From an optimization exercise on the open Yosys and OpenROAD flow, aimed at small area and a short achievable clock period; shortcuts taken in it are not production practice.
Function was checked by simulation only, so behaviour that the tests miss may differ from the original.
Power is estimated from default activity; no workload was simulated.

[run.sh]
#!/bin/bash
# synth_recipe.tcl (not shown) runs the flow's synth.tcl, then flattens the netlist and writes it again
# the make line also repeats each setting of config.mk as NAME=value (left out here)
make -C /OpenROAD-flow-scripts/flow DESIGN_CONFIG=/design/flow/config.mk WORK_HOME=/design/flow/orfs CLKGATE_MAP_FILE= SYNTH_SCRIPT=/design/flow/synth_recipe.tcl finish
[config.mk]
export PLATFORM = sky130hd
export DESIGN_NAME = fetch_front
export DESIGN_NICKNAME = fetch_front
export VERILOG_FILES = /design/flow/design.v
export SDC_FILE = /design/flow/constraint.sdc
export NUM_CORES = 4
export LEC_CHECK = 0
export CAP_MARGIN = 20
export CORE_MARGIN = 2
export CORE_UTILIZATION = 55
export PLACE_DENSITY = 0.65
export SETUP_SLACK_MARGIN = 2.0
export SLEW_MARGIN = 20
[constraint.sdc]
create_clock -name core_clock -period 5.0 [get_ports {clk}]
set_input_delay 1.0000 -clock core_clock [delete_from_list [all_inputs] [get_ports {clk}]]
set_output_delay 1.0000 -clock core_clock [all_outputs]
set_load 0.01 [all_outputs]
[design.v]
package cpu_pkg;
    typedef logic [31:0] u32_t;                
    typedef logic [31:0] phy_t;                
    typedef logic [1:0]  mat_t;                
    typedef logic [1:0]  plv_t;                
    localparam u32_t RESET_PC = 32'h1c000000;
    localparam int unsigned BTB_IDX_W   = 6;   
    localparam int unsigned BTB_TAG_W   = 24;  
    localparam int unsigned BTB_ENTRIES = 1 << BTB_IDX_W;
    typedef logic [BTB_IDX_W-1:0] btb_idx_t;
    typedef logic [BTB_TAG_W-1:0] btb_tag_t;
    localparam plv_t PLV_KERNEL = 2'd0;
    localparam plv_t PLV_USER   = 2'd3;
    localparam mat_t MAT_SUC = 2'd0;           
    localparam mat_t MAT_CC  = 2'd1;           
    typedef enum logic [5:0] {
        ECODE_NONE = 6'h00,
        ECODE_ADEF = 6'h08,                    
        ECODE_TLBR = 6'h3f                     
    } ecode_e;
    typedef enum logic [2:0] {
        IC_NOP = 3'd0,
        IC_R   = 3'd1
    } ic_op_e;
    typedef enum logic {
        IDLE = 1'b0,
        FILL = 1'b1
    } btb_state_e;
    typedef struct packed {
        logic valid;
        u32_t pc;                              
        u32_t src_pc;                          
        logic taken;
    } wr_pc_req_t;
    typedef struct packed {
        logic valid;
        u32_t npc;
    } btb_predict_t;
    typedef struct packed {
        logic     plv0;
        logic     plv3;
        mat_t     mat;
        logic [2:0] pseg;
        logic [2:0] vseg;
    } dmw_t;
    typedef struct packed {
        logic crmd_da;
        logic crmd_pg;
        plv_t crmd_plv;
        mat_t crmd_datf;
        dmw_t dmw0;
        dmw_t dmw1;
        u32_t eentry;
    } csr_t;
    typedef struct packed {
        logic   valid;
        ecode_e ecode;
        u32_t   badv;
    } excp_pass_t;
    typedef struct packed {
        logic is_flush;
        u32_t pc;
        u32_t btb_pre;                         
    } fetch1_fetch2_pass_t;
    typedef struct packed {
        logic       valid;
        u32_t       pc;
        u32_t       inst;
        u32_t       pred_npc;
        excp_pass_t excp;
    } inst_packet_t;
endpackage
`timescale 1ns/1ps
module addr_trans (
    input  cpu_pkg::u32_t       va,
    input  cpu_pkg::csr_t       rd_csr,
    output cpu_pkg::phy_t       pa,
    output cpu_pkg::mat_t       mat,
    output cpu_pkg::excp_pass_t excp
);
    logic direct;
    logic dmw0_hit;
    logic dmw1_hit;
    logic misaligned;
    logic tlb_miss;
    assign direct   = rd_csr.crmd_da && !rd_csr.crmd_pg;
    assign dmw0_hit = ((rd_csr.crmd_plv == cpu_pkg::PLV_KERNEL && rd_csr.dmw0.plv0) ||
                       (rd_csr.crmd_plv == cpu_pkg::PLV_USER   && rd_csr.dmw0.plv3)) &&
                      (va[31:29] == rd_csr.dmw0.vseg);
    assign dmw1_hit = ((rd_csr.crmd_plv == cpu_pkg::PLV_KERNEL && rd_csr.dmw1.plv0) ||
                       (rd_csr.crmd_plv == cpu_pkg::PLV_USER   && rd_csr.dmw1.plv3)) &&
                      (va[31:29] == rd_csr.dmw1.vseg);
    assign misaligned = (va[1:0] != 2'b00);
    assign tlb_miss   = !direct && !dmw0_hit && !dmw1_hit;  
    always_comb begin
        pa  = va;
        mat = rd_csr.crmd_datf;
        if (!direct) begin
            if (dmw0_hit) begin                  
                pa  = {rd_csr.dmw0.pseg, va[28:0]};
                mat = rd_csr.dmw0.mat;
            end else if (dmw1_hit) begin
                pa  = {rd_csr.dmw1.pseg, va[28:0]};
                mat = rd_csr.dmw1.mat;
            end else begin
                mat = cpu_pkg::MAT_SUC;
            end
        end
    end
    always_comb begin
        excp.valid = misaligned || tlb_miss;
        excp.badv  = va;
        if (misaligned) begin
            excp.ecode = cpu_pkg::ECODE_ADEF;
        end else if (tlb_miss) begin
            excp.ecode = cpu_pkg::ECODE_TLBR;
        end else begin
            excp.ecode = cpu_pkg::ECODE_NONE;
        end
    end
endmodule
`timescale 1ns/1ps
module btb (
    input  logic                clk,
    input  logic                rst_n,
    input  cpu_pkg::u32_t       npc,
    input  cpu_pkg::u32_t       pc_r,
    input  logic                is_stall,
    input  cpu_pkg::wr_pc_req_t train,
    output logic                pred_valid,
    output cpu_pkg::u32_t       pred_npc
);
    logic        valid_q  [0:63];
    logic [23:0] tag_q    [0:63];
    logic [31:0] target_q [0:63];
    logic       fill;
    logic [5:0] fill_idx;
    logic [5:0]  lk_idx;
    logic [5:0]  tr_idx;
    logic [23:0] tr_tag;
    logic        tr_present;
    logic        hit_valid_r;
    logic [23:0] hit_tag_r;
    logic [31:0] hit_target_r;
    assign lk_idx     = npc[7:2];
    assign tr_idx     = train.src_pc[7:2];
    assign tr_tag     = train.src_pc[31:8];
    assign tr_present = valid_q[tr_idx] && (tag_q[tr_idx] == tr_tag);
    always_ff @(posedge clk or negedge rst_n) begin
        if (!rst_n) begin
            fill     <= 1'b1;
            fill_idx <= '0;
        end else if (fill) begin
            fill_idx <= fill_idx + 1'b1;
            if (&fill_idx) begin
                fill <= 1'b0;
            end
        end
    end
    always_ff @(posedge clk) begin
        if (fill) begin
            valid_q[fill_idx] <= 1'b0;
        end else if (train.valid && train.taken) begin
            valid_q[tr_idx]  <= 1'b1;
            tag_q[tr_idx]    <= tr_tag;
            target_q[tr_idx] <= train.pc;
        end else if (train.valid && tr_present) begin
            valid_q[tr_idx]  <= 1'b0;
        end
    end
    always_ff @(posedge clk or negedge rst_n) begin
        if (!rst_n) begin
            hit_valid_r <= 1'b0;
        end else if (!is_stall) begin
            hit_valid_r <= !fill && valid_q[lk_idx];
        end
    end
    always_ff @(posedge clk) begin
        if (!is_stall) begin
            hit_tag_r    <= tag_q[lk_idx];
            hit_target_r <= target_q[lk_idx];
        end
    end
    assign pred_valid = hit_valid_r && (hit_tag_r == pc_r[31:8]);
    assign pred_npc   = hit_target_r;
endmodule
`timescale 1ns/1ps
module fetch1 (
    input  logic                clk,
    input  logic                rst_n,
    input  logic                is_stall,
    input  cpu_pkg::wr_pc_req_t ex_wr_pc_req,
    input  cpu_pkg::wr_pc_req_t excp_wr_pc_req,
    input  logic                pred_valid,
    input  cpu_pkg::u32_t       pred_npc,
    output cpu_pkg::u32_t       pc_r,
    output cpu_pkg::u32_t       npc
);
    always_comb begin
        if (excp_wr_pc_req.valid) begin
            npc = excp_wr_pc_req.pc;
        end else if (ex_wr_pc_req.valid) begin
            npc = ex_wr_pc_req.pc;
        end else if (pred_valid) begin
            npc = pred_npc;
        end else begin
            npc = pc_r + 32'd4;
        end
    end
    always_ff @(posedge clk or negedge rst_n) begin
        if (!rst_n) begin
            pc_r <= cpu_pkg::RESET_PC;
        end else if (!is_stall) begin
            pc_r <= npc;
        end
    end
endmodule
`timescale 1ns/1ps
module fetch2 (
    input  logic                clk,
    input  logic                rst_n,
    input  logic                is_stall,
    input  logic                is_flush,
    input  cpu_pkg::u32_t       pc_r,
    input  logic                excp_valid,
    input  logic                excp_adef,
    input  cpu_pkg::u32_t       icache_rdata,
    output logic [135:0]        inst_out
);
    logic        flush_r;
    logic        excp_valid_r;
    logic        adef_r;
    logic [31:0] pc2_r;
    always_ff @(posedge clk or negedge rst_n) begin
        if (!rst_n) begin
            flush_r      <= 1'b1;
            excp_valid_r <= 1'b0;
        end else if (!is_stall) begin
            flush_r      <= is_flush;
            excp_valid_r <= excp_valid;
        end
    end
    always_ff @(posedge clk) begin
        if (!is_stall) begin
            pc2_r  <= pc_r;
            adef_r <= excp_adef;
        end
    end
    logic [5:0] ecode;
    assign ecode = excp_valid_r ? (adef_r ? cpu_pkg::ECODE_ADEF : cpu_pkg::ECODE_TLBR)
                                : cpu_pkg::ECODE_NONE;
    assign inst_out = {!flush_r, pc2_r, (excp_valid_r ? 32'd0 : icache_rdata), pc_r,
                       excp_valid_r, ecode, pc2_r};
endmodule
`timescale 1ns/1ps
module fetch_front (
    input  logic         clk,
    input  logic         rst_n,
    input  logic [65:0]  ex_wr_pc_req,        
    input  logic [65:0]  excp_wr_pc_req,      
    input  logic [57:0]  rd_csr,              
    input  logic         is_stall,
    input  logic         is_flush,
    output logic [2:0]   icache_op,           
    output logic [11:0]  icache_idx,
    output logic [31:0]  icache_pa,           
    output logic         icache_is_cached,
    input  logic [31:0]  icache_rdata,        
    output logic [135:0] inst_out             
);
    cpu_pkg::u32_t       pc_r;
    cpu_pkg::u32_t       npc;
    logic                pred_valid;
    cpu_pkg::u32_t       pred_npc;
    cpu_pkg::phy_t       pa;
    cpu_pkg::mat_t       mat;
    cpu_pkg::excp_pass_t addr_excp;
    fetch1 u_fetch1 (
        .clk            (clk),
        .rst_n          (rst_n),
        .is_stall       (is_stall),
        .ex_wr_pc_req   (ex_wr_pc_req),
        .excp_wr_pc_req (excp_wr_pc_req),
        .pred_valid     (pred_valid),
        .pred_npc       (pred_npc),
        .pc_r           (pc_r),
        .npc            (npc)
    );
    btb u_btb (
        .clk        (clk),
        .rst_n      (rst_n),
        .npc        (npc),
        .pc_r       (pc_r),
        .is_stall   (is_stall),
        .train      (ex_wr_pc_req),
        .pred_valid (pred_valid),
        .pred_npc   (pred_npc)
    );
    addr_trans u_addr_trans (
        .va     (pc_r),
        .rd_csr (rd_csr),
        .pa     (pa),
        .mat    (mat),
        .excp   (addr_excp)
    );
    assign icache_op        = is_flush ? cpu_pkg::IC_NOP : cpu_pkg::IC_R;
    assign icache_idx       = pc_r[11:0];
    assign icache_pa        = pa;
    assign icache_is_cached = mat[0];
    fetch2 u_fetch2 (
        .clk          (clk),
        .rst_n        (rst_n),
        .is_stall     (is_stall),
        .is_flush     (is_flush),
        .pc_r         (pc_r),
        .excp_valid   (addr_excp.valid),
        .excp_adef    (pc_r[1:0] != 2'b00),
        .icache_rdata (icache_rdata),
        .inst_out     (inst_out)
    );
endmodule
==> reports/qor.yml, run 1 <==
yosys:
  yosysWarnings: 4
  synth_xor_area_share_pct: 0.449
  synth.area.mux_share_pct: 5.70
  synth_top_family_by_area: "simple AND/OR/NAND/NOR gates"
  yosysUniqueCellTypes: 79
  avgSynthCellArea_um2: 12.8
  synthArstFlopShare_pct: 1.11
  synth_top_cell_area_share_pct: 68.4
  synth_compound_area_share_pct: 7.51
  yosys.area_share.simple_pct: 14.3
  syn-instance-count: 12800
  ys_top_cells_by_area: "edfxtp_1 (68%), nand2_1 (7.8%), nand3_1 (3.8%)"
  synth_top_cell_by_area: "edfxtp_1"
  syn_area_um2: 164000
  ys_ff_latch: 3779
  synth_fa_ha_area_share_pct: 0.0153
  synth_edf_count: 3737
  ys_seq_area_share_pct: 69.1
  synthFlopType: "edfxtp_1"
finish:
  post-route-util_pct: 68.2
  drive_above_1_share_pct: 20.5
  nets: 14200
  stdcell_count: 18200
  syn_to_final_growth_pct: 23.3
  fin_area_um2: 202000
job:
  cap_violations: 0
floorplan:
  rows: 200
  start_util_pct: 55.3
  core-area_um2: 297000
  pin_count: 410
  die-width_um: 550
  die_h_um: 550
  die_area_um2: 303000
drt:
  drt_iter0_markers: 25300
  first_pass_iters: 14
  vias: 128000
  drc_errors: 0
  wire_per_inst_um: 37.8
  viasPerCell: 7.04
  postRouteAntennaNets: 0
  wl_um: 689000
place:
  gp_congestion: 0.988
  io_buffers: 337
  placed_area_um2: 180000
  placed_cells: 17100
  dp_slack_ps: -975
  hpwl_um: 384000
grt:
  grt_overflow: 0
  grt_pass1_vias: 117000
  grt_pass1_wl_um: 913000
  grt_max_degree: 87
  track_usage_pct: 43.4
  antenna_found_initial: 47
setup_path:
  critPathMaxFanout: 19
  cp-start-kind: "register"
  r2r_cells: 18
  critPathArrivalTime_ps: 5330
  crit_required_ps: 5730
  critPathCaptureType: "register"
  critPathKind: "reg2reg"
  reg2reg_to: "u_btb.hit_tag_r[15]$_DFFE_PN_"
  r2r_slack_ps: 400
  r2r_start: "u_btb.hit_tag_r[19]$_DFFE_PN_"
sta:
  setup_viol: 0
  max-slew-margin-rel_pct: 25.3
  fin_ws_ps: 403
  fmax_ghz: 0.218
  fin_crit_sh_pct: 91.9
  rsz0062_at_grt: "true"
  slew_viol_final: 0
  worst_pin_slew_ps: 1120
  min_period_ps: 4600
  fin_skew_ps: 67.8
  hold_viol: 0
cts:
  clkLatencyLatePin_ps: 1000
  cts_tree: "yes"
  path_clk_slew_ps: 70
  cts_buffer_depth: 4
  cts.htree.levels: 5
  cts_root_buffer: "clkbuf_16"
  cts_buffers: 388
  cts_num_sinks: 3779
min_path:
  min_path_type: "in2async"
pwr:
  leakagePower_nw: 73.1
  powerDensity_nw_per_um2: 382
  max-vdd-ir-drop_v: 0.000345
status:
  status: "timing/DRC/antenna clean"
==> cells in the mapped netlist (12+ instances only) <==
| cell | count |
|---|---|
| mux4_2 | 135 |
| a32o_1 | 101 |
| buf_1 | 163 |
| buf_2 | 243 |
| xor2_1 | 18 |
| a22oi_1 | 86 |
| buf_6 | 13 |
| o22a_1 | 21 |
| edfxtp_1 | 3737 |
| or3b_2 | 17 |
| a22o_1 | 53 |
| a222oi_1 | 17 |
| nor3_1 | 20 |
| and3_1 | 342 |
| nand2_1 | 3401 |
| a211oi_1 | 26 |
| o22ai_1 | 117 |
| o21ai_0 | 121 |
| mux2i_1 | 479 |
| a21oi_1 | 142 |
| nor2_1 | 211 |
| nor4_1 | 21 |
| nand3_1 | 1252 |
| buf_4 | 110 |
| a311oi_1 | 12 |
| o221ai_1 | 30 |
| a221o_1 | 74 |
| a32oi_1 | 126 |
| nand4_1 | 27 |
| a31oi_1 | 427 |
| clkbuf_1 | 517 |
| nor2b_1 | 45 |
| o2bb2ai_1 | 16 |
| nand3b_1 | 15 |
| or3_1 | 31 |
| xnor2_1 | 66 |
| a221oi_1 | 238 |
| mux2_1 | 26 |
| dfrtp_1 | 37 |
| mux2_2 | 104 |
==> state kept, by name, indices dropped and copies added, names as in the netlist, 6 cells and up <==
| signal | count |
|---|---|
| u_btb.fill_idx | 6 |
| u_btb.hit_tag_r | 24 |
| u_btb.hit_target_r | 32 |
| u_btb.tag_q | 1536 |
| u_btb.target_q | 2048 |
| u_btb.valid_q | 64 |
| u_fetch1.pc_r | 32 |
| u_fetch2.pc2_r | 32 |
==> placed cells by master, fill, tap and decap left out, types with 105 or more instances in the layout <==
master	n
edfxtp_1	3737
nand2_1	3383
nand3_1	1231
buf_4	896
mux2i_1	466
clkbuf_16	437
a31oi_1	403
and3_1	339
buf_12	299
a221oi_1	158
clkdlybuf4s50_1	148
mux4_2	135
nor2_4	131
a21oi_1	117
buf_6	115
o21ai_0	114
a32oi_1	107
dlymetal6s2s_1	105
==> repair_timing <==
item,4_1_cts,5_1_grt
buffers inserted,87,186
hold buffers,0,0
pin swaps,98,181
gates resized for setup,379,710
endpoints found under the setup margin,875,747
gates cloned,43,43
==> stage by stage <==
stage          hold WS [ps]  setup TNS, ps  total power, mW
2_1_floorplan           468              0             41.2
3_3_place_gp            484         -72270             46.3
3_5_place_dp            492         -56740             46.4
4_1_cts                 129              0             75.6
5_1_grt                 193              0             78.7
6_report                137              0             77.3
==> power by group <==
group	internal (mW)	switching, mW	leakage, nW	total (mW)
clock	16.3	12.5	6.02	28.8
combinational	4.99	8.17	32.9	13.2
sequential	35.1	0.213	34.2	35.4
total	56.4	20.9	73.1	77.3
==> routing by layer <==
metal | GRT usage [%] | vias up | wire length, um
li1 | - | 50600 | -
met5 | 0 | - | 145
met4 | 29.1 | 22 | 57100
met1 | 57.8 | 63100 | 233000
met3 | 13.2 | 2643 | 110000
met2 | 61.5 | 11900 | 289000
==> how the worst max path moves through the flow <==
stage	to	start
3_5_place_dp	u_btb.valid_q[48]$_DFFE_PP_	ex_wr_pc_req[4]
3_3_place_gp	u_btb.valid_q[16]$_DFFE_PP_	ex_wr_pc_req[5]
6_report	u_btb.hit_tag_r[15]$_DFFE_PN_	u_btb.hit_tag_r[19]$_DFFE_PN_
2_1_floorplan	u_btb.valid_q[63]$_DFFE_PP_	ex_wr_pc_req[4]
5_1_grt	u_btb.hit_tag_r[21]$_DFFE_PN_	u_btb.hit_tag_r[19]$_DFFE_PN_
4_1_cts	u_btb.valid_q[58]$_DFFE_PP_	ex_wr_pc_req[5]
==> area by class of cell <==
| cell class | instances | area, um2 |
|---|---|---|
| Sequential cell | 3779 | 113000 |
| Fill cell | 20500 | 94500 |
| Multi-Input combinational cell | 7940 | 49900 |
| Timing Repair Buffer | 1815 | 21700 |
| Clock buffer | 498 | 10300 |
| Tap cell | 3939 | 4930 |
| Clock inverter | 214 | 2070 |
| Antenna cell | 41 | 103 |
| Inverter | 12 | 62.6 |
==> cells by family (layout without fill, tap and decap cells) <==
family                     count (synthesis)  after routing
and+or+nand+nor                         5435           5435
adders and majority gates                  2              2
muxes                                    748            748
xor gates and xnor gates                  84             84
DFF                                     3779           3779
other                                      1             43
AOI/OAI and AO/OA                       1669           1669
buffers and inverters                   1058           2539
==> critical path, cell delays in order (launching register included) <==
cell	delay [ps]
edfxtp_1	570
xnor2_2	330
nand4_1	190
nor4_2	260
buf_4	200
buf_4	150
nand2_8	80
mux2i_4	210
a21o_1	170
buf_4	130
nor2_4	40
buf_12	170
buf_6	190
buf_16	170
a32o_1	290
a221oi_2	300
o22ai_2	180
or3_4	410
buf_8	170
==> run 2, diff against run 1 <==
==> flow/run.sh (new file) <==
#!/bin/bash
# The standard layout, with plain buffers (buf_2, resizable) on the ports in place of the
# delay cells buffer_ports picks by default.
set -euo pipefail
cd "$(dirname "$0")/.."
export BUFFER_PORTS_ARGS="-buffer_cell sky130_fd_sc_hd__buf_2"
bash standard.sh > standard.log 2>&1
==> standard.sh (new file) <==
#!/bin/bash
# synth_recipe.tcl (not shown) runs the flow's synth.tcl, then flattens the netlist and writes it again
# the make line also repeats each setting of config.mk as NAME=value (left out here)
make -C /OpenROAD-flow-scripts/flow DESIGN_CONFIG=/design/flow/config.mk WORK_HOME=/design/flow/orfs CLKGATE_MAP_FILE= SYNTH_SCRIPT=/design/flow/synth_recipe.tcl "${@:-finish}"
--- a/config.mk
+++ b/config.mk
@@ -8,6 +8,9 @@
 export CAP_MARGIN = 20
 export CORE_MARGIN = 2
-export CORE_UTILIZATION = 55
-export PLACE_DENSITY = 0.65
-export SETUP_SLACK_MARGIN = 2.0
+export CORE_UTILIZATION = 35
+export CTS_BUF_LIST = sky130_fd_sc_hd__clkbuf_16
+export CTS_CLUSTER_DIAMETER = 100
+export CTS_CLUSTER_SIZE = 24
+export PLACE_DENSITY = 0.45
+export SETUP_SLACK_MARGIN = 0.5
 export SLEW_MARGIN = 20
removed: run.sh
==> run 2 against run 1 <==
Compared with the run above: die area is 57% higher; critical path depth is 1 lower; non-clock buffer count is 171 lower; area after synthesis stayed put; routed wire length is 6.9% higher; via count is 6.0% lower; count of clock-buffer cells in the layout is 308 lower; clock skew is 7.2 ps higher; core utilization is 27 points lower; critical path type unchanged; critical endpoint is now u_btb.hit_tag_r[19]$_DFFE_PN_; highest routed layer unchanged.
==> reports/qor.yml, run 2 <==
sta:
  min_period_ps: 4610
  hold_viol: 0
  fmax_ghz: 0.217
  fin_skew_ps: 75.0
  rsz0062_at_grt: "true"
  setup_viol: 0
  worst_pin_slew_ps: 1110
  slew_viol_final: 0
  fin_crit_sh_pct: 92.2
  max-slew-margin-rel_pct: 25.9
drt:
  first_pass_iters: 7
  drc_errors: 0
  drt_iter0_markers: 18400
  wire_per_inst_um: 37.1
  wl_um: 737000
  viasPerCell: 6.08
  postRouteAntennaNets: 0
  vias: 121000
setup_path:
  cp-start-kind: "register"
  critPathKind: "reg2reg"
  r2r_cells: 17
  critPathCaptureType: "register"
  critPathMaxFanout: 25
  critPathArrivalTime_ps: 5350
  crit_required_ps: 5740
yosys:
  syn-instance-count: 12800
  ys_ff_latch: 3779
  yosysWarnings: 4
  synth_top_family_by_area: "simple AND/OR/NAND/NOR gates"
  synthArstFlopShare_pct: 1.11
  netlist_top_cells_count: "edfxtp_1 (3737), nand2_1 (3401), nand3_1 (1252)"
  synth.area.mux_share_pct: 5.70
  synth_top_cell_area_share_pct: 68.4
  synth_compound_area_share_pct: 7.51
  yosysUniqueCellTypes: 79
  avgSynthCellArea_um2: 12.8
  synth_top_cell_by_area: "edfxtp_1"
  syn_area_um2: 164000
  yosys.area_share.simple_pct: 14.3
  synth_xor_area_share_pct: 0.449
  synth_edf_count: 3737
  synthFlopType: "edfxtp_1"
  ys_seq_area_share_pct: 69.1
  ys_top_cells_by_area: "edfxtp_1 (68%), nand2_1 (7.8%), nand3_1 (3.8%)"
  synth_most_common_cell: "edfxtp_1"
  synth_fa_ha_area_share_pct: 0.0153
floorplan:
  die_area_um2: 474000
  die_h_um: 689
  die-width_um: 689
  pin_count: 410
  core-area_um2: 467000
  rows: 251
  start_util_pct: 35.1
cts:
  cts_buffers: 187
  clkLatencyLatePin_ps: 1000
  cts_hold_repair.buffers: 0
  cts_buffer_depth: 4
  cts_tree: "yes"
  path_clk_slew_ps: 100
  cts_root_buffer: "clkbuf_16"
  cts.htree.levels: 4
  cts_num_sinks: 3779
pwr:
  max-vdd-ir-drop_v: 0.000381
  power_mw: 64.8
  leakagePower_nw: 66.4
  powerDensity_nw_per_um2: 340
finish:
  syn_to_final_growth_pct: 16.2
  drive_above_1_share_pct: 17.6
  nets: 13800
  largest_reg_flops: 2048
  top_register: "u_btb.target_q"
  post-route-util_pct: 40.8
  mostFrequentLayoutCells: "edfxtp_1 (3737), nand2_1 (3396), nand3_1 (1251), buf_4 (916), mux2i_1 (471)"
  reg_top3: "u_btb.target_q: 2048 flops, u_btb.tag_q: 1536 flops, u_btb.valid_q: 64 flops"
  final_common_cell: "edfxtp_1"
place:
  io_buffers: 337
  hpwl_um: 439000
  gp_congestion: 0.925
min_path:
  min_path_type: "in2async"
job:
  cap_violations: 0
grt:
  antenna_found_initial: 62
  grt_max_degree: 141
  grt_overflow: 0
  grt_pass1_wl_um: 975000
  track_usage_pct: 29.8
  grt_pass1_vias: 112000
status:
  status: "timing/DRC/antenna clean"
## run 2: cell counts after synthesis
No cell type changed its count.
## run 2: kinds of logic (layout without fill, tap and decap cells)
| logic type | Yosys count | after routing |
|---|---|---|
| buffers and inverters | 1058 | 1908 |
| adder cells (fa/ha/maj) | 2 | 2 |
| AO/OA/AOI/OAI | 1669 | 1669 |
| XOR/XNOR | 84 | 84 |
| other | 1 | 20 |
| flip-flops | 3779 | 3779 |
| AND/OR/NAND/NOR | 5435 | 5435 |
| multiplexers | 748 | 748 |
## run 2: path summary, 6_finish.rpt
path	start	to	slack, ps
setup / recovery	u_btb.hit_tag_r[10]$_DFFE_PN_	u_btb.hit_tag_r[19]$_DFFE_PN_	390
hold / removal	rst_n	u_fetch2.excp_valid_r$_DFFE_PN0N_	100
setup reg to reg	u_btb.hit_tag_r[10]$_DFFE_PN_	u_btb.hit_tag_r[19]$_DFFE_PN_	390
hold reg to reg	u_fetch2.flush_r$_DFFE_PN1N_	u_fetch2.flush_r$_DFFE_PN1N_	500
max in group asynchronous	rst_n	u_fetch1.pc_r[31]$_DFFE_PN0N_	4440
min in group core_clock	is_flush	u_fetch2.flush_r$_DFFE_PN1N_	210
## run 2: critical path, stage by stage (launching register included)
cell	delay, ps
edfxtp_1	640
xnor2_1	300
nand4_1	140
nor4_2	210
buf_4	200
nand2_2	180
mux2i_4	270
a21oi_4	230
nor2_4	110
buf_12	160
buf_4	150
buf_12	180
a32o_1	260
a221oi_1	230
buf_4	170
o22ai_1	130
or3_1	470
buf_4	230
## run 2: routing by layer
layer  share of wire [%]  global-route usage (%)  wire [um]
met5               0.034                   0.163        247
met4                 5.6                    13.9      41300
met3                 9.0                    4.64      66500
met2                  45                    46.8     333000
met1                  40                    40.6     296000
## run 2: layout make-up
cell class,instances,area (um2)
Fill cell,43200,276000
Sequential cell,3779,113000
Multi-Input combinational cell,7940,47600
Timing Repair Buffer,1644,16500
Tap cell,6198,7750
Clock buffer,190,4750
Clock inverter,62,534
Inverter,12,62.6
Antenna cell,18,45.0
## run 2: what timing repair did
item / in CTS / in global routing
endpoints found under the setup margin: 120 / 106
gates cloned: 5 / 16
pin swaps: 18 / 35
buffers inserted: 23 / 51
gates resized for setup: 108 / 160
## run 2: report_power, final
part | switching (mW) | total (mW) | internal, mW
clock network | 10.6 | 17.8 | 7.17
registers | 0.312 | 35.4 | 35.1
logic | 7.58 | 11.7 | 4.08
total | 18.5 | 64.8 | 46.3
## run 2: per-stage QoR
| step | hold slack (ps) | cell area, um2 | TNS [ps] | std cells | setup slack (ps) |
|---|---|---|---|---|---|
| 4_1_cts | 41.2 | 189000 | 0 | 19800 | 393 |
| 6_report | 98.5 | 191000 | 0 | 19800 | 390 |
| 2_1_floorplan | 468 | 165000 | 0 | 12800 | 619 |
| 3_5_place_dp | 493 | 183000 | -69510 | 19500 | -1120 |
| 5_1_grt | 126 | 191000 | 0 | 19800 | 333 |
| 3_3_place_gp | 480 | 183000 | -86960 | 19500 | -1380 |
==> run 3, diff against run 2 <==
--- a/design.v
+++ b/design.v
@@ -124,7 +124,8 @@
     input  logic                clk,
     input  logic                rst_n,
-    input  cpu_pkg::u32_t       npc,
     input  cpu_pkg::u32_t       pc_r,
     input  logic                is_stall,
+    input  logic                in_sel,      
+    input  logic [5:0]          in_idx,      
     input  cpu_pkg::wr_pc_req_t train,
     output logic                pred_valid,
@@ -136,15 +137,22 @@
     logic       fill;
     logic [5:0] fill_idx;
-    logic [5:0]  lk_idx;
     logic [5:0]  tr_idx;
     logic [23:0] tr_tag;
-    logic        tr_present;
+    logic        tr_write;
+    logic        inv_v;
+    logic [5:0]  inv_idx;
+    logic [23:0] inv_tag;
+    logic        inv_kill;
     logic        hit_valid_r;
     logic [23:0] hit_tag_r;
     logic [31:0] hit_target_r;
-    assign lk_idx     = npc[7:2];
-    assign tr_idx     = train.src_pc[7:2];
-    assign tr_tag     = train.src_pc[31:8];
-    assign tr_present = valid_q[tr_idx] && (tag_q[tr_idx] == tr_tag);
+    logic [5:0]  seq_idx;
+    logic [63:0] row;
+    logic        rd_valid;
+    logic [23:0] rd_tag;
+    logic [31:0] rd_target;
+    assign tr_idx   = train.src_pc[7:2];
+    assign tr_tag   = train.src_pc[31:8];
+    assign tr_write = !fill && train.valid && train.taken;
     always_ff @(posedge clk or negedge rst_n) begin
         if (!rst_n) begin
@@ -158,13 +166,52 @@
         end
     end
+    logic        inv_rd_valid;
+    logic [23:0] inv_rd_tag;
+    always_comb begin
+        inv_rd_valid = 1'b0;
+        inv_rd_tag   = '0;
+        for (int i = 0; i < 64; i++) begin
+            inv_rd_valid = inv_rd_valid | (valid_q[i] && inv_idx == 6'(i));
+            inv_rd_tag   = inv_rd_tag   | (tag_q[i] & {24{inv_idx == 6'(i)}});
+        end
+    end
+    assign inv_kill = inv_v && inv_rd_valid && (inv_rd_tag == inv_tag);
     always_ff @(posedge clk) begin
-        if (fill) begin
-            valid_q[fill_idx] <= 1'b0;
-        end else if (train.valid && train.taken) begin
-            valid_q[tr_idx]  <= 1'b1;
+        inv_v   <= !fill && train.valid && !train.taken;
+        inv_idx <= tr_idx;
+        inv_tag <= tr_tag;
+    end
+    always_ff @(posedge clk) begin
+        for (int i = 0; i < 64; i++) begin
+            if (fill && fill_idx == 6'(i)) begin
+                valid_q[i] <= 1'b0;
+            end else if (tr_write && tr_idx == 6'(i)) begin
+                valid_q[i] <= 1'b1;
+            end else if (inv_kill && inv_idx == 6'(i)) begin
+                valid_q[i] <= 1'b0;
+            end
+        end
+        if (tr_write) begin
             tag_q[tr_idx]    <= tr_tag;
             target_q[tr_idx] <= train.pc;
-        end else if (train.valid && tr_present) begin
-            valid_q[tr_idx]  <= 1'b0;
+        end
+    end
+    assign pred_valid = hit_valid_r && (hit_tag_r == pc_r[31:8]);
+    assign pred_npc   = hit_target_r;
+    assign seq_idx = pc_r[7:2] + 6'd1;
+    always_comb begin
+        for (int i = 0; i < 64; i++) begin
+            row[i] = in_sel     ? (in_idx == 6'(i)) :
+                     pred_valid ? (hit_target_r[7:2] == 6'(i)) : (seq_idx == 6'(i));
+        end
+    end
+    always_comb begin
+        rd_valid  = 1'b0;
+        rd_tag    = '0;
+        rd_target = '0;
+        for (int i = 0; i < 64; i++) begin
+            rd_valid  = rd_valid  | (row[i] && valid_q[i] && !(inv_kill && inv_idx == 6'(i)));
+            rd_tag    = rd_tag    | (tag_q[i]    & {24{row[i]}});
+            rd_target = rd_target | (target_q[i] & {32{row[i]}});
         end
     end
@@ -172,16 +219,12 @@
         if (!rst_n) begin
             hit_valid_r <= 1'b0;
-        end else if (!is_stall) begin
-            hit_valid_r <= !fill && valid_q[lk_idx];
+        end else begin
+            hit_valid_r <= (!is_stall && !fill && rd_valid) || (is_stall && hit_valid_r);
         end
     end
     always_ff @(posedge clk) begin
-        if (!is_stall) begin
-            hit_tag_r    <= tag_q[lk_idx];
-            hit_target_r <= target_q[lk_idx];
-        end
+        hit_tag_r    <= (rd_tag    & {24{!is_stall}}) | (hit_tag_r    & {24{is_stall}});
+        hit_target_r <= (rd_target & {32{!is_stall}}) | (hit_target_r & {32{is_stall}});
     end
-    assign pred_valid = hit_valid_r && (hit_tag_r == pc_r[31:8]);
-    assign pred_npc   = hit_target_r;
 endmodule
 `timescale 1ns/1ps
@@ -195,6 +238,8 @@
     input  cpu_pkg::u32_t       pred_npc,
     output cpu_pkg::u32_t       pc_r,
-    output cpu_pkg::u32_t       npc
+    output logic                in_sel,
+    output logic [5:0]          in_idx
 );
+    cpu_pkg::u32_t npc;
     always_comb begin
         if (excp_wr_pc_req.valid) begin
@@ -208,4 +253,6 @@
         end
     end
+    assign in_sel = excp_wr_pc_req.valid || ex_wr_pc_req.valid;
+    assign in_idx = excp_wr_pc_req.valid ? excp_wr_pc_req.pc[7:2] : ex_wr_pc_req.pc[7:2];
     always_ff @(posedge clk or negedge rst_n) begin
         if (!rst_n) begin
@@ -242,8 +289,6 @@
     end
     always_ff @(posedge clk) begin
-        if (!is_stall) begin
-            pc2_r  <= pc_r;
-            adef_r <= excp_adef;
-        end
+        pc2_r  <= (pc_r & {32{!is_stall}}) | (pc2_r & {32{is_stall}});
+        adef_r <= (excp_adef && !is_stall) || (adef_r && is_stall);
     end
     logic [5:0] ecode;
@@ -270,5 +315,6 @@
 );
     cpu_pkg::u32_t       pc_r;
-    cpu_pkg::u32_t       npc;
+    logic                in_sel;
+    logic [5:0]          in_idx;
     logic                pred_valid;
     cpu_pkg::u32_t       pred_npc;
@@ -285,12 +331,14 @@
         .pred_npc       (pred_npc),
         .pc_r           (pc_r),
-        .npc            (npc)
+        .in_sel         (in_sel),
+        .in_idx         (in_idx)
     );
     btb u_btb (
         .clk        (clk),
         .rst_n      (rst_n),
-        .npc        (npc),
         .pc_r       (pc_r),
         .is_stall   (is_stall),
+        .in_sel     (in_sel),
+        .in_idx     (in_idx),
         .train      (ex_wr_pc_req),
         .pred_valid (pred_valid),
==> run.sh (new file) <==
#!/bin/bash
# synth_recipe.tcl (not shown) runs the flow's synth.tcl, then flattens the netlist and writes it again
# the make line also repeats each setting of config.mk as NAME=value (left out here)
make -C /OpenROAD-flow-scripts/flow DESIGN_CONFIG=/design/flow/config.mk WORK_HOME=/design/flow/orfs CLKGATE_MAP_FILE= SYNTH_SCRIPT=/design/flow/synth_recipe.tcl finish
--- a/config.mk
+++ b/config.mk
@@ -8,9 +8,9 @@
 export CAP_MARGIN = 20
 export CORE_MARGIN = 2
-export CORE_UTILIZATION = 35
+export CORE_UTILIZATION = 55
 export CTS_BUF_LIST = sky130_fd_sc_hd__clkbuf_16
 export CTS_CLUSTER_DIAMETER = 100
 export CTS_CLUSTER_SIZE = 24
-export PLACE_DENSITY = 0.45
-export SETUP_SLACK_MARGIN = 0.5
+export PLACE_DENSITY = 0.65
+export SETUP_SLACK_MARGIN = 2.0
 export SLEW_MARGIN = 20
removed: flow/run.sh
removed: standard.sh
==> run 3 against run 2 <==
Compared with the run above: the run now fails in global routing; synthesized cell count is 22% lower; area after synthesis is 7.2% lower.
==> reports/qor.yml, run 3 <==
yosys:
  synth_top_cell_area_share_pct: 72.5
  ys_ff_latch: 3810
  synth_edf_count: 3673
  avgSynthCellArea_um2: 15.2
  synth_top_family_by_area: "compound AO/OA/AOI/OAI gates"
  yosysUniqueCellTypes: 75
  ys_seq_area_share_pct: 74.4
  netlist_top_cells_count: "edfxtp_1 (3673), nand3_1 (1300), a22oi_1 (846)"
  synth_most_common_cell: "edfxtp_1"
  synth_compound_area_share_pct: 12.1
  synthFlopType: "edfxtp_1"
  synthArstFlopShare_pct: 1.10
  synth.area.mux_share_pct: 0.379
  synth_top_cell_by_area: "edfxtp_1"
  synth_fa_ha_area_share_pct: 0.0493
  syn-instance-count: 10000
  syn_area_um2: 152000
  yosysWarnings: 5
  synth_xor_area_share_pct: 0.472
  ys_top_cells_by_area: "edfxtp_1 (72%), nand3_1 (4.3%), a22oi_1 (4.2%)"
  yosys.area_share.simple_pct: 10.0
grt:
  grt_max_degree: 66
  track_usage_pct: 73.6
  grt_overflow: 335
status:
  haltStage: "global routing"
  status: "stopped before the end"
  error: "[ERROR GRT-0232] Routing congestion too high. Check the congestion heatmap in the GUI."
place:
  io_buffers: 337
  dp_slack_ps: -1060
  hpwl_um: 600000
  gp_congestion: 1.10
cts:
  cts_root_buffer: "clkbuf_16"
  cts_buffers: 190
  cts_buffer_depth: 4
  cts_num_sinks: 3810
  cts.htree.levels: 4
sta:
  crit_endpoint: "u_btb.hit_valid_r$_DFF_PN0_/D"
  worst-ep-kind: "register data pin"
floorplan:
  pin_count: 410
  die_h_um: 530
  start_util_pct: 55.2
  die-width_um: 530
  rows: 193
run 3: cell families after synthesis:
family,Yosys count
flip-flops,3810
AND/OR/NAND/NOR,2829
AO/OA/AOI/OAI,2311
buffers and inverters,932
XOR/XNOR,82
multiplexers,55
adder cells (fa/ha/maj),6
other,1
run 3: worst max-delay path by stage:
stage | start | end | slack [ps] | cells past startpoint
floorplan | u_btb.inv_idx[5]$_DFF_P_ | u_btb.hit_valid_r$_DFF_PN0_ | 640 | 18
global placement | u_btb.inv_idx[1]$_DFF_P_ | u_btb.hit_valid_r$_DFF_PN0_ | -1650 | 19
detailed placement | u_btb.inv_idx[4]$_DFF_P_ | u_btb.hit_valid_r$_DFF_PN0_ | -1060 | 20
CTS | u_btb.inv_idx[1]$_DFF_P_ | u_btb.hit_valid_r$_DFF_PN0_ | -490 | 20
run 3: power by group through the flow:
stage / Sequential (mW) / Clock, mW / Combinational [mW]
detailed placement: 36.2 / 0 / 6.52
floorplan: 36.2 / 0 / 1.94
global placement: 36.2 / 0 / 6.44
CTS: 35.5 / 17.8 / 7.21
run 3: routing by layer:
metal | GRT overflow | track usage, %
met5 | 7 | 36.2
met4 | 135 | 67.5
met3 | 22 | 61.0
met2 | 138 | 85.5
met1 | 33 | 77.3
run 3: timing repair:
action / 4_1_cts
hold buffers: 0
endpoints found under the setup margin: 911
setup buffers: 223
pin swaps: 270
gates cloned: 12
gates resized for setup: 666
run 3: per-stage QoR:
stage / hold slack, ps / total power [mW] / util (%) / instances / instance area [um2]
floorplan: 448 / 38.1 / - / 10000 / 156000
detailed placement: 487 / 42.7 / 64.8 / 14900 / 179000
CTS: 268 / 60.5 / 69.1 / 15500 / 191000
global placement: 493 / 42.6 / 64.7 / 14900 / 179000
==> run 4, diff against run 3 <==
--- a/design.v
+++ b/design.v
@@ -74,4 +74,5 @@
 module addr_trans (
     input  cpu_pkg::u32_t       va,
+    input  logic [2:0]          va_seg_n,    
     input  cpu_pkg::csr_t       rd_csr,
     output cpu_pkg::phy_t       pa,
@@ -84,15 +85,17 @@
     logic misaligned;
     logic tlb_miss;
+    logic [2:0] seg;
+    assign seg      = ~va_seg_n;
     assign direct   = rd_csr.crmd_da && !rd_csr.crmd_pg;
     assign dmw0_hit = ((rd_csr.crmd_plv == cpu_pkg::PLV_KERNEL && rd_csr.dmw0.plv0) ||
                        (rd_csr.crmd_plv == cpu_pkg::PLV_USER   && rd_csr.dmw0.plv3)) &&
-                      (va[31:29] == rd_csr.dmw0.vseg);
+                      (seg == rd_csr.dmw0.vseg);
     assign dmw1_hit = ((rd_csr.crmd_plv == cpu_pkg::PLV_KERNEL && rd_csr.dmw1.plv0) ||
                        (rd_csr.crmd_plv == cpu_pkg::PLV_USER   && rd_csr.dmw1.plv3)) &&
-                      (va[31:29] == rd_csr.dmw1.vseg);
+                      (seg == rd_csr.dmw1.vseg);
     assign misaligned = (va[1:0] != 2'b00);
     assign tlb_miss   = !direct && !dmw0_hit && !dmw1_hit;  
     always_comb begin
-        pa  = va;
+        pa  = {seg, va[28:0]};
         mat = rd_csr.crmd_datf;
         if (!direct) begin
@@ -140,16 +143,4 @@
     logic [23:0] tr_tag;
     logic        tr_write;
-    logic        inv_v;
-    logic [5:0]  inv_idx;
-    logic [23:0] inv_tag;
-    logic        inv_kill;
-    logic        hit_valid_r;
-    logic [23:0] hit_tag_r;
-    logic [31:0] hit_target_r;
-    logic [5:0]  seq_idx;
-    logic [63:0] row;
-    logic        rd_valid;
-    logic [23:0] rd_tag;
-    logic [31:0] rd_target;
     assign tr_idx   = train.src_pc[7:2];
     assign tr_tag   = train.src_pc[31:8];
@@ -166,19 +157,43 @@
         end
     end
-    logic        inv_rd_valid;
-    logic [23:0] inv_rd_tag;
+    logic        inv_v;
+    logic [5:0]  inv_idx;
+    logic [23:0] inv_tag;
+    logic        inv2_raw;      
+    logic        inv2_ok;       
+    logic [5:0]  inv2_idx;
+    logic [23:0] inv2_tag;
+    logic        inv2_rvalid;
+    logic [23:0] inv2_rtag;
+    logic        m2;
+    logic        match2_raw;
+    logic        kill2;
+    assign m2         = inv2_rvalid && (inv2_rtag == inv2_tag);
+    assign match2_raw = inv2_raw && m2;
+    assign kill2      = inv2_ok && m2;
+    logic        s1_valid;
+    logic [23:0] s1_tag;
+    logic [7:0]  inv_hi;
+    logic [7:0]  inv_lo;
     always_comb begin
-        inv_rd_valid = 1'b0;
-        inv_rd_tag   = '0;
+        s1_valid = 1'b0;
+        s1_tag   = '0;
         for (int i = 0; i < 64; i++) begin
-            inv_rd_valid = inv_rd_valid | (valid_q[i] && inv_idx == 6'(i));
-            inv_rd_tag   = inv_rd_tag   | (tag_q[i] & {24{inv_idx == 6'(i)}});
+            s1_valid = s1_valid | (valid_q[i] && inv_hi[i / 8] && inv_lo[i % 8]);
+            s1_tag   = s1_tag   | (tag_q[i] & {24{inv_hi[i / 8] && inv_lo[i % 8]}});
         end
     end
-    assign inv_kill = inv_v && inv_rd_valid && (inv_rd_tag == inv_tag);
     always_ff @(posedge clk) begin
-        inv_v   <= !fill && train.valid && !train.taken;
-        inv_idx <= tr_idx;
-        inv_tag <= tr_tag;
+        inv_v       <= !fill && train.valid && !train.taken;
+        inv_idx     <= tr_idx;
+        inv_hi      <= 8'(1) << tr_idx[5:3];
+        inv_lo      <= 8'(1) << tr_idx[2:0];
+        inv_tag     <= tr_tag;
+        inv2_raw    <= inv_v;
+        inv2_ok     <= inv_v && !(tr_write && tr_idx == inv_idx);
+        inv2_idx    <= inv_idx;
+        inv2_tag    <= inv_tag;
+        inv2_rvalid <= s1_valid && !(kill2 && inv2_idx == inv_idx);
+        inv2_rtag   <= s1_tag;
     end
     always_ff @(posedge clk) begin
@@ -188,5 +203,5 @@
             end else if (tr_write && tr_idx == 6'(i)) begin
                 valid_q[i] <= 1'b1;
-            end else if (inv_kill && inv_idx == 6'(i)) begin
+            end else if (kill2 && inv2_idx == 6'(i)) begin
                 valid_q[i] <= 1'b0;
             end
@@ -197,33 +212,45 @@
         end
     end
-    assign pred_valid = hit_valid_r && (hit_tag_r == pc_r[31:8]);
+    logic        hit_valid_r;
+    logic        hit_f1_r;
+    logic [23:0] hit_tag_r;
+    logic [31:0] hit_target_r;
+    logic        hit_killed;
+    assign hit_killed = hit_f1_r && match2_raw;
+    assign pred_valid = hit_valid_r && !hit_killed && (hit_tag_r == pc_r[31:8]);
     assign pred_npc   = hit_target_r;
-    assign seq_idx = pc_r[7:2] + 6'd1;
-    always_comb begin
-        for (int i = 0; i < 64; i++) begin
-            row[i] = in_sel     ? (in_idx == 6'(i)) :
-                     pred_valid ? (hit_target_r[7:2] == 6'(i)) : (seq_idx == 6'(i));
-        end
-    end
-    always_comb begin
-        rd_valid  = 1'b0;
-        rd_tag    = '0;
-        rd_target = '0;
-        for (int i = 0; i < 64; i++) begin
-            rd_valid  = rd_valid  | (row[i] && valid_q[i] && !(inv_kill && inv_idx == 6'(i)));
-            rd_tag    = rd_tag    | (tag_q[i]    & {24{row[i]}});
-            rd_target = rd_target | (target_q[i] & {32{row[i]}});
+    logic [5:0]  seq_idx;      
+    logic [5:0]  other_idx;
+    logic        use_tgt;
+    logic [5:0]  lk_idx;
+    assign other_idx = in_sel ? in_idx : seq_idx;
+    assign use_tgt   = !in_sel && pred_valid;
+    assign lk_idx    = use_tgt ? hit_target_r[7:2] : other_idx;
+    always_ff @(posedge clk or negedge rst_n) begin
+        if (!rst_n) begin
+            seq_idx <= cpu_pkg::RESET_PC[7:2] + 6'd1;
+        end else if (!is_stall) begin
+            seq_idx <= lk_idx + 6'd1;
         end
     end
+    logic rd_valid;
+    logic rd_f1;
+    assign rd_valid = valid_q[lk_idx] && !(kill2 && lk_idx == inv2_idx);
+    assign rd_f1    = inv_v && (lk_idx == inv_idx);
     always_ff @(posedge clk or negedge rst_n) begin
         if (!rst_n) begin
             hit_valid_r <= 1'b0;
+        end else if (!is_stall) begin
+            hit_valid_r <= !fill && rd_valid;
         end else begin
-            hit_valid_r <= (!is_stall && !fill && rd_valid) || (is_stall && hit_valid_r);
+            hit_valid_r <= hit_valid_r && !hit_killed;
         end
     end
     always_ff @(posedge clk) begin
-        hit_tag_r    <= (rd_tag    & {24{!is_stall}}) | (hit_tag_r    & {24{is_stall}});
-        hit_target_r <= (rd_target & {32{!is_stall}}) | (hit_target_r & {32{is_stall}});
+        hit_f1_r <= !is_stall && rd_f1;
+        if (!is_stall) begin
+            hit_tag_r    <= tag_q[lk_idx];
+            hit_target_r <= target_q[lk_idx];
+        end
     end
 endmodule
@@ -238,4 +265,5 @@
     input  cpu_pkg::u32_t       pred_npc,
     output cpu_pkg::u32_t       pc_r,
+    output logic [2:0]          pc_seg_n,    
     output logic                in_sel,
     output logic [5:0]          in_idx
@@ -257,7 +285,9 @@
     always_ff @(posedge clk or negedge rst_n) begin
         if (!rst_n) begin
-            pc_r <= cpu_pkg::RESET_PC;
+            pc_r     <= cpu_pkg::RESET_PC;
+            pc_seg_n <= ~cpu_pkg::RESET_PC[31:29];
         end else if (!is_stall) begin
-            pc_r <= npc;
+            pc_r     <= npc;
+            pc_seg_n <= ~npc[31:29];
         end
     end
@@ -277,4 +307,5 @@
     logic        flush_r;
     logic        excp_valid_r;
+    logic        inst_keep_r;     
     logic        adef_r;
     logic [31:0] pc2_r;
@@ -283,7 +314,9 @@
             flush_r      <= 1'b1;
             excp_valid_r <= 1'b0;
+            inst_keep_r  <= 1'b1;
         end else if (!is_stall) begin
             flush_r      <= is_flush;
             excp_valid_r <= excp_valid;
+            inst_keep_r  <= !excp_valid;
         end
     end
@@ -295,5 +328,5 @@
     assign ecode = excp_valid_r ? (adef_r ? cpu_pkg::ECODE_ADEF : cpu_pkg::ECODE_TLBR)
                                 : cpu_pkg::ECODE_NONE;
-    assign inst_out = {!flush_r, pc2_r, (excp_valid_r ? 32'd0 : icache_rdata), pc_r,
+    assign inst_out = {!flush_r, pc2_r, (icache_rdata & {32{inst_keep_r}}), pc_r,
                        excp_valid_r, ecode, pc2_r};
 endmodule
@@ -316,4 +349,5 @@
     cpu_pkg::u32_t       pc_r;
     logic                in_sel;
+    logic [2:0]          pc_seg_n;
     logic [5:0]          in_idx;
     logic                pred_valid;
@@ -331,4 +365,5 @@
         .pred_npc       (pred_npc),
         .pc_r           (pc_r),
+        .pc_seg_n       (pc_seg_n),
         .in_sel         (in_sel),
         .in_idx         (in_idx)
@@ -347,4 +382,5 @@
     addr_trans u_addr_trans (
         .va     (pc_r),
+        .va_seg_n (pc_seg_n),
         .rd_csr (rd_csr),
         .pa     (pa),
==> flow/run.sh (new file) <==
#!/bin/bash
# The standard layout, with plain buffers (buf_2, resizable) on the ports in place of the
# delay cells buffer_ports picks by default.
set -euo pipefail
cd "$(dirname "$0")/.."
export BUFFER_PORTS_ARGS="-buffer_cell sky130_fd_sc_hd__buf_2"
bash standard.sh > standard.log 2>&1
==> standard.sh (new file) <==
#!/bin/bash
# synth_recipe.tcl (not shown) runs the flow's synth.tcl, then flattens the netlist and writes it again
# the make line also repeats each setting of config.mk as NAME=value (left out here)
make -C /OpenROAD-flow-scripts/flow DESIGN_CONFIG=/design/flow/config.mk WORK_HOME=/design/flow/orfs CLKGATE_MAP_FILE= SYNTH_SCRIPT=/design/flow/synth_recipe.tcl "${@:-finish}"
--- a/config.mk
+++ b/config.mk
@@ -8,9 +8,9 @@
 export CAP_MARGIN = 20
 export CORE_MARGIN = 2
-export CORE_UTILIZATION = 55
+export CORE_UTILIZATION = 35
 export CTS_BUF_LIST = sky130_fd_sc_hd__clkbuf_16
 export CTS_CLUSTER_DIAMETER = 100
 export CTS_CLUSTER_SIZE = 24
-export PLACE_DENSITY = 0.65
-export SETUP_SLACK_MARGIN = 2.0
+export PLACE_DENSITY = 0.45
+export SETUP_SLACK_MARGIN = 0.9
 export SLEW_MARGIN = 20
removed: run.sh
==> run 4 against run 3 <==
Compared with the run above: now clean on timing, DRC and antenna; area after synthesis up 8.2%; synthesized cell count grew 18%.
==> reports/qor.yml, run 4 <==
status:
  status: "timing/DRC/antenna clean"
yosys:
  synth_edf_count: 3673
  ys_seq_area_share_pct: 69.8
  synth_top_cell_area_share_pct: 66.9
  synthFlopType: "edfxtp_1"
  synth_most_common_cell: "edfxtp_1"
  ys_ff_latch: 3894
  ys_top_cells_by_area: "edfxtp_1 (67%), mux2i_1 (5.6%), nand2_1 (4.5%)"
  syn-instance-count: 11900
  synth_top_cell_by_area: "edfxtp_1"
  yosysUniqueCellTypes: 78
  synthArstFlopShare_pct: 1.34
  avgSynthCellArea_um2: 13.9
  netlist_top_cells_count: "edfxtp_1 (3673), nand2_1 (1973), mux2i_1 (926)"
  syn_area_um2: 165000
  yosysWarnings: 5
finish:
  drive_above_1_share_pct: 17.3
  final_common_cell: "edfxtp_1"
  stdcell_count: 19100
  syn_to_final_growth_pct: 17.5
  largest_reg_flops: 2048
  top_register: "u_btb.target_q"
  mostFrequentLayoutCells: "edfxtp_1 (3673), nand2_1 (1972), mux2i_1 (902), and3_1 (896), a211oi_1 (880)"
  multi_input_area_um2: 46200
  reg_top3: "u_btb.target_q: 2048 flops, u_btb.tag_q: 1536 flops, u_btb.valid_q: 64 flops"
  nets: 13000
  post-route-util_pct: 41.4
  n_fill_cell: 43100
  final-seq-area_um2: 115000
setup_path:
  crit_required_ps: 5720
  cp-start-kind: "register"
  critPathLaunch: "u_btb.inv2_rtag[22]$_DFF_P_"
  critPathCaptureType: "register"
  critPathMaxFanout: 12
  endpoint: "u_btb.hit_target_r[11]$_DFFE_PN_"
  critPathKind: "reg2reg"
  r2r_cells: 19
  r2r_slack_ps: 160
  critPathArrivalTime_ps: 5560
  r2r_start: "u_btb.inv2_rtag[22]$_DFF_P_"
  reg2reg_to: "u_btb.hit_target_r[11]$_DFFE_PN_"
sta:
  slew_viol_final: 0
  fin_setup_tns_ps: 0
  max-slew-margin-rel_pct: 12.5
  fmax_ghz: 0.207
  min_period_ps: 4840
  setup_viol: 0
  fin_skew_ps: 108
  rsz0062_at_grt: "true"
  hold_viol: 0
  fin_crit_sh_pct: 96.7
  worst_pin_slew_ps: 1310
  hold_ws_ps: 168
floorplan:
  pin_count: 410
  start_util_pct: 35.2
  die_area_um2: 476000
  die_h_um: 690
  rows: 251
  core-area_um2: 468000
  die-width_um: 690
min_path:
  min_path_type: "in2async"
grt:
  busiest_layer: "met2"
  grt_overflow: 0
  grt_pass1_wl_um: 1100000
  grt_pass1_vias: 114000
  track_usage_pct: 34.1
  gr-usage-met3_pct: 7.22
  met2_usage_pct: 51.8
  antenna_found_initial: 97
  grtUsageMet1_pct: 44.4
  grt_max_degree: 72
drt:
  postRouteAntennaNets: 0
  viasPerCell: 6.48
  drc_errors: 0
  vias: 124000
  wire_per_inst_um: 44.7
  first_pass_iters: 9
  drt_iter0_markers: 20800
  wl_um: 854000
cts:
  cts.htree.levels: 4
  clkLatencyLatePin_ps: 1020
  cts_buffers: 195
  cts_root_buffer: "clkbuf_16"
  cts_buffer_depth: 4
  cts_hold_repair.buffers: 0
  cts_tree: "yes"
  cts_num_sinks: 3894
  path_clk_slew_ps: 110
pwr:
  leakagePower_nw: 68.6
  power_mw: 66.9
  powerDensity_nw_per_um2: 345
  max-vdd-ir-drop_v: 0.000311
job:
  cap_violations: 0
place:
  hpwl_um: 501000
  gp_congestion: 0.956
  placed_cells: 18500
  io_buffers: 337
## run 4: cell type report
cell class | count | area share (%)
timing repair buffer | 1645 | 9.28
clock buffer | 201 | 2.60
sequential | 3894 | 59.4
inverter | 96 | 0.369
clock inverter | 112 | 0.420
tap | 6198 | 4.00
multi-input combinational | 6899 | 23.8
antenna | 66 | 0.0853
timing repair inverter | 2 | 0.0239
## run 4: layer usage
layer  up-vias  share of wire, %
li1      47900                 -
met1     64200                38
met2      9396                44
met3      2361                10
met4        34               7.4
met5         -             0.027
## run 4: worst min path at each step
stage                               endpoint  slack [ps]
2_1_floorplan      u_btb.inv2_tag[0]$_DFF_P_         310
3_3_place_gp       u_btb.inv2_tag[9]$_DFF_P_         310
3_5_place_dp      u_btb.inv2_tag[23]$_DFF_P_         310
4_1_cts        u_btb.fill_idx[4]$_DFFE_PN0P_         170
5_1_grt        u_fetch1.pc_r[15]$_DFFE_PN0N_         240
6_report       u_btb.fill_idx[4]$_DFFE_PN0P_         170
## run 4: repair_timing
action / 4_1_cts / 5_1_grt
pin swaps: 47 / 113
hold endpoints to repair: 0 / 0
setup buffers: 43 / 82
gates cloned: 27 / 39
gates resized for setup: 144 / 209
endpoints found under the setup margin: 63 / 62
## run 4: metrics by stage
stage	worst slack [ps]	area, um2
2_1_floorplan	822	165000
3_3_place_gp	-595	183000
3_5_place_dp	-627	183000
4_1_cts	220	191000
5_1_grt	190	194000
6_report	165	194000
## run 4: power breakdown
group | switching, mW | leakage, nW | internal (mW)
logic | 6.96 | 30.4 | 4.58
registers | 0.374 | 35.1 | 36.0
clock network | 11.4 | 3.08 | 7.65
## run 4: worst max-delay path: stages (launching register included)
cell and delay [ps]:
dfxtp_2 360, xnor2_4 310, buf_6 160, nand4_1 120, or4_4 450, buf_8 170, o2111a_2 340, mux2i_4 210
buf_12 160, inv_12 140, buf_16 220, bufbuf_16 330, buf_4 220, mux2i_1 220, a211oi_1 90, nor4_1 310
buf_4 160, o22ai_1 80, or2_4 300, buf_12 120
## run 4: cells by family after synthesis
family / after synthesis / synth area share (%)
AO/OA/AOI/OAI: 2186 / 10.3
buffers and inverters: 1080 / 2.90
other: 1 / 0.00228
adder cells (fa/ha/maj): 9 / 0.0684
flip-flops: 3894 / 69.8
XOR/XNOR: 89 / 0.473
AND/OR/NAND/NOR: 3681 / 10.8
multiplexers: 932 / 5.67

afterwards: timing with drivers on the ports:
No port has a modelled driver above. Below, the same layouts with a new extraction and two added sets of constraints. Step 1: set_driving_cell puts a clkbuf_16 on clk and a buf_2 on each other input, an assumption about the parent block. Step 2, shift: input delay + t, output delay - t, t = (earliest + latest rising clock arrival at the registers) / 2. This alone moves slack from input paths to output paths. Slacks: ideal ports / drivers / drivers and shift; pairs: ideal ports / drivers.
| run | t, ns | setup slack, ns | worst hold slack (ns) | worst setup path after step 2 |
|---|---|---|---|---|
| run 1 | 1.075 | 0.403 / 0.321 / -0.754 | 0.137 / 0.048 / 0.495 | input to register |
| run 2 | 1.090 | 0.390 / 0.390 / -0.582 | 0.099 / 0.008 / 0.496 | input to register |
| run 4 | 1.078 | 0.165 / 0.165 / -0.004 | 0.168 / 0.069 / 0.314 | input to register |
With both steps, setup timing fails in every run listed, where it was met with ideal ports. The setup slack of run 1, which loses most, moves by -0.082 ns with the drivers and by -1.157 ns with both steps.
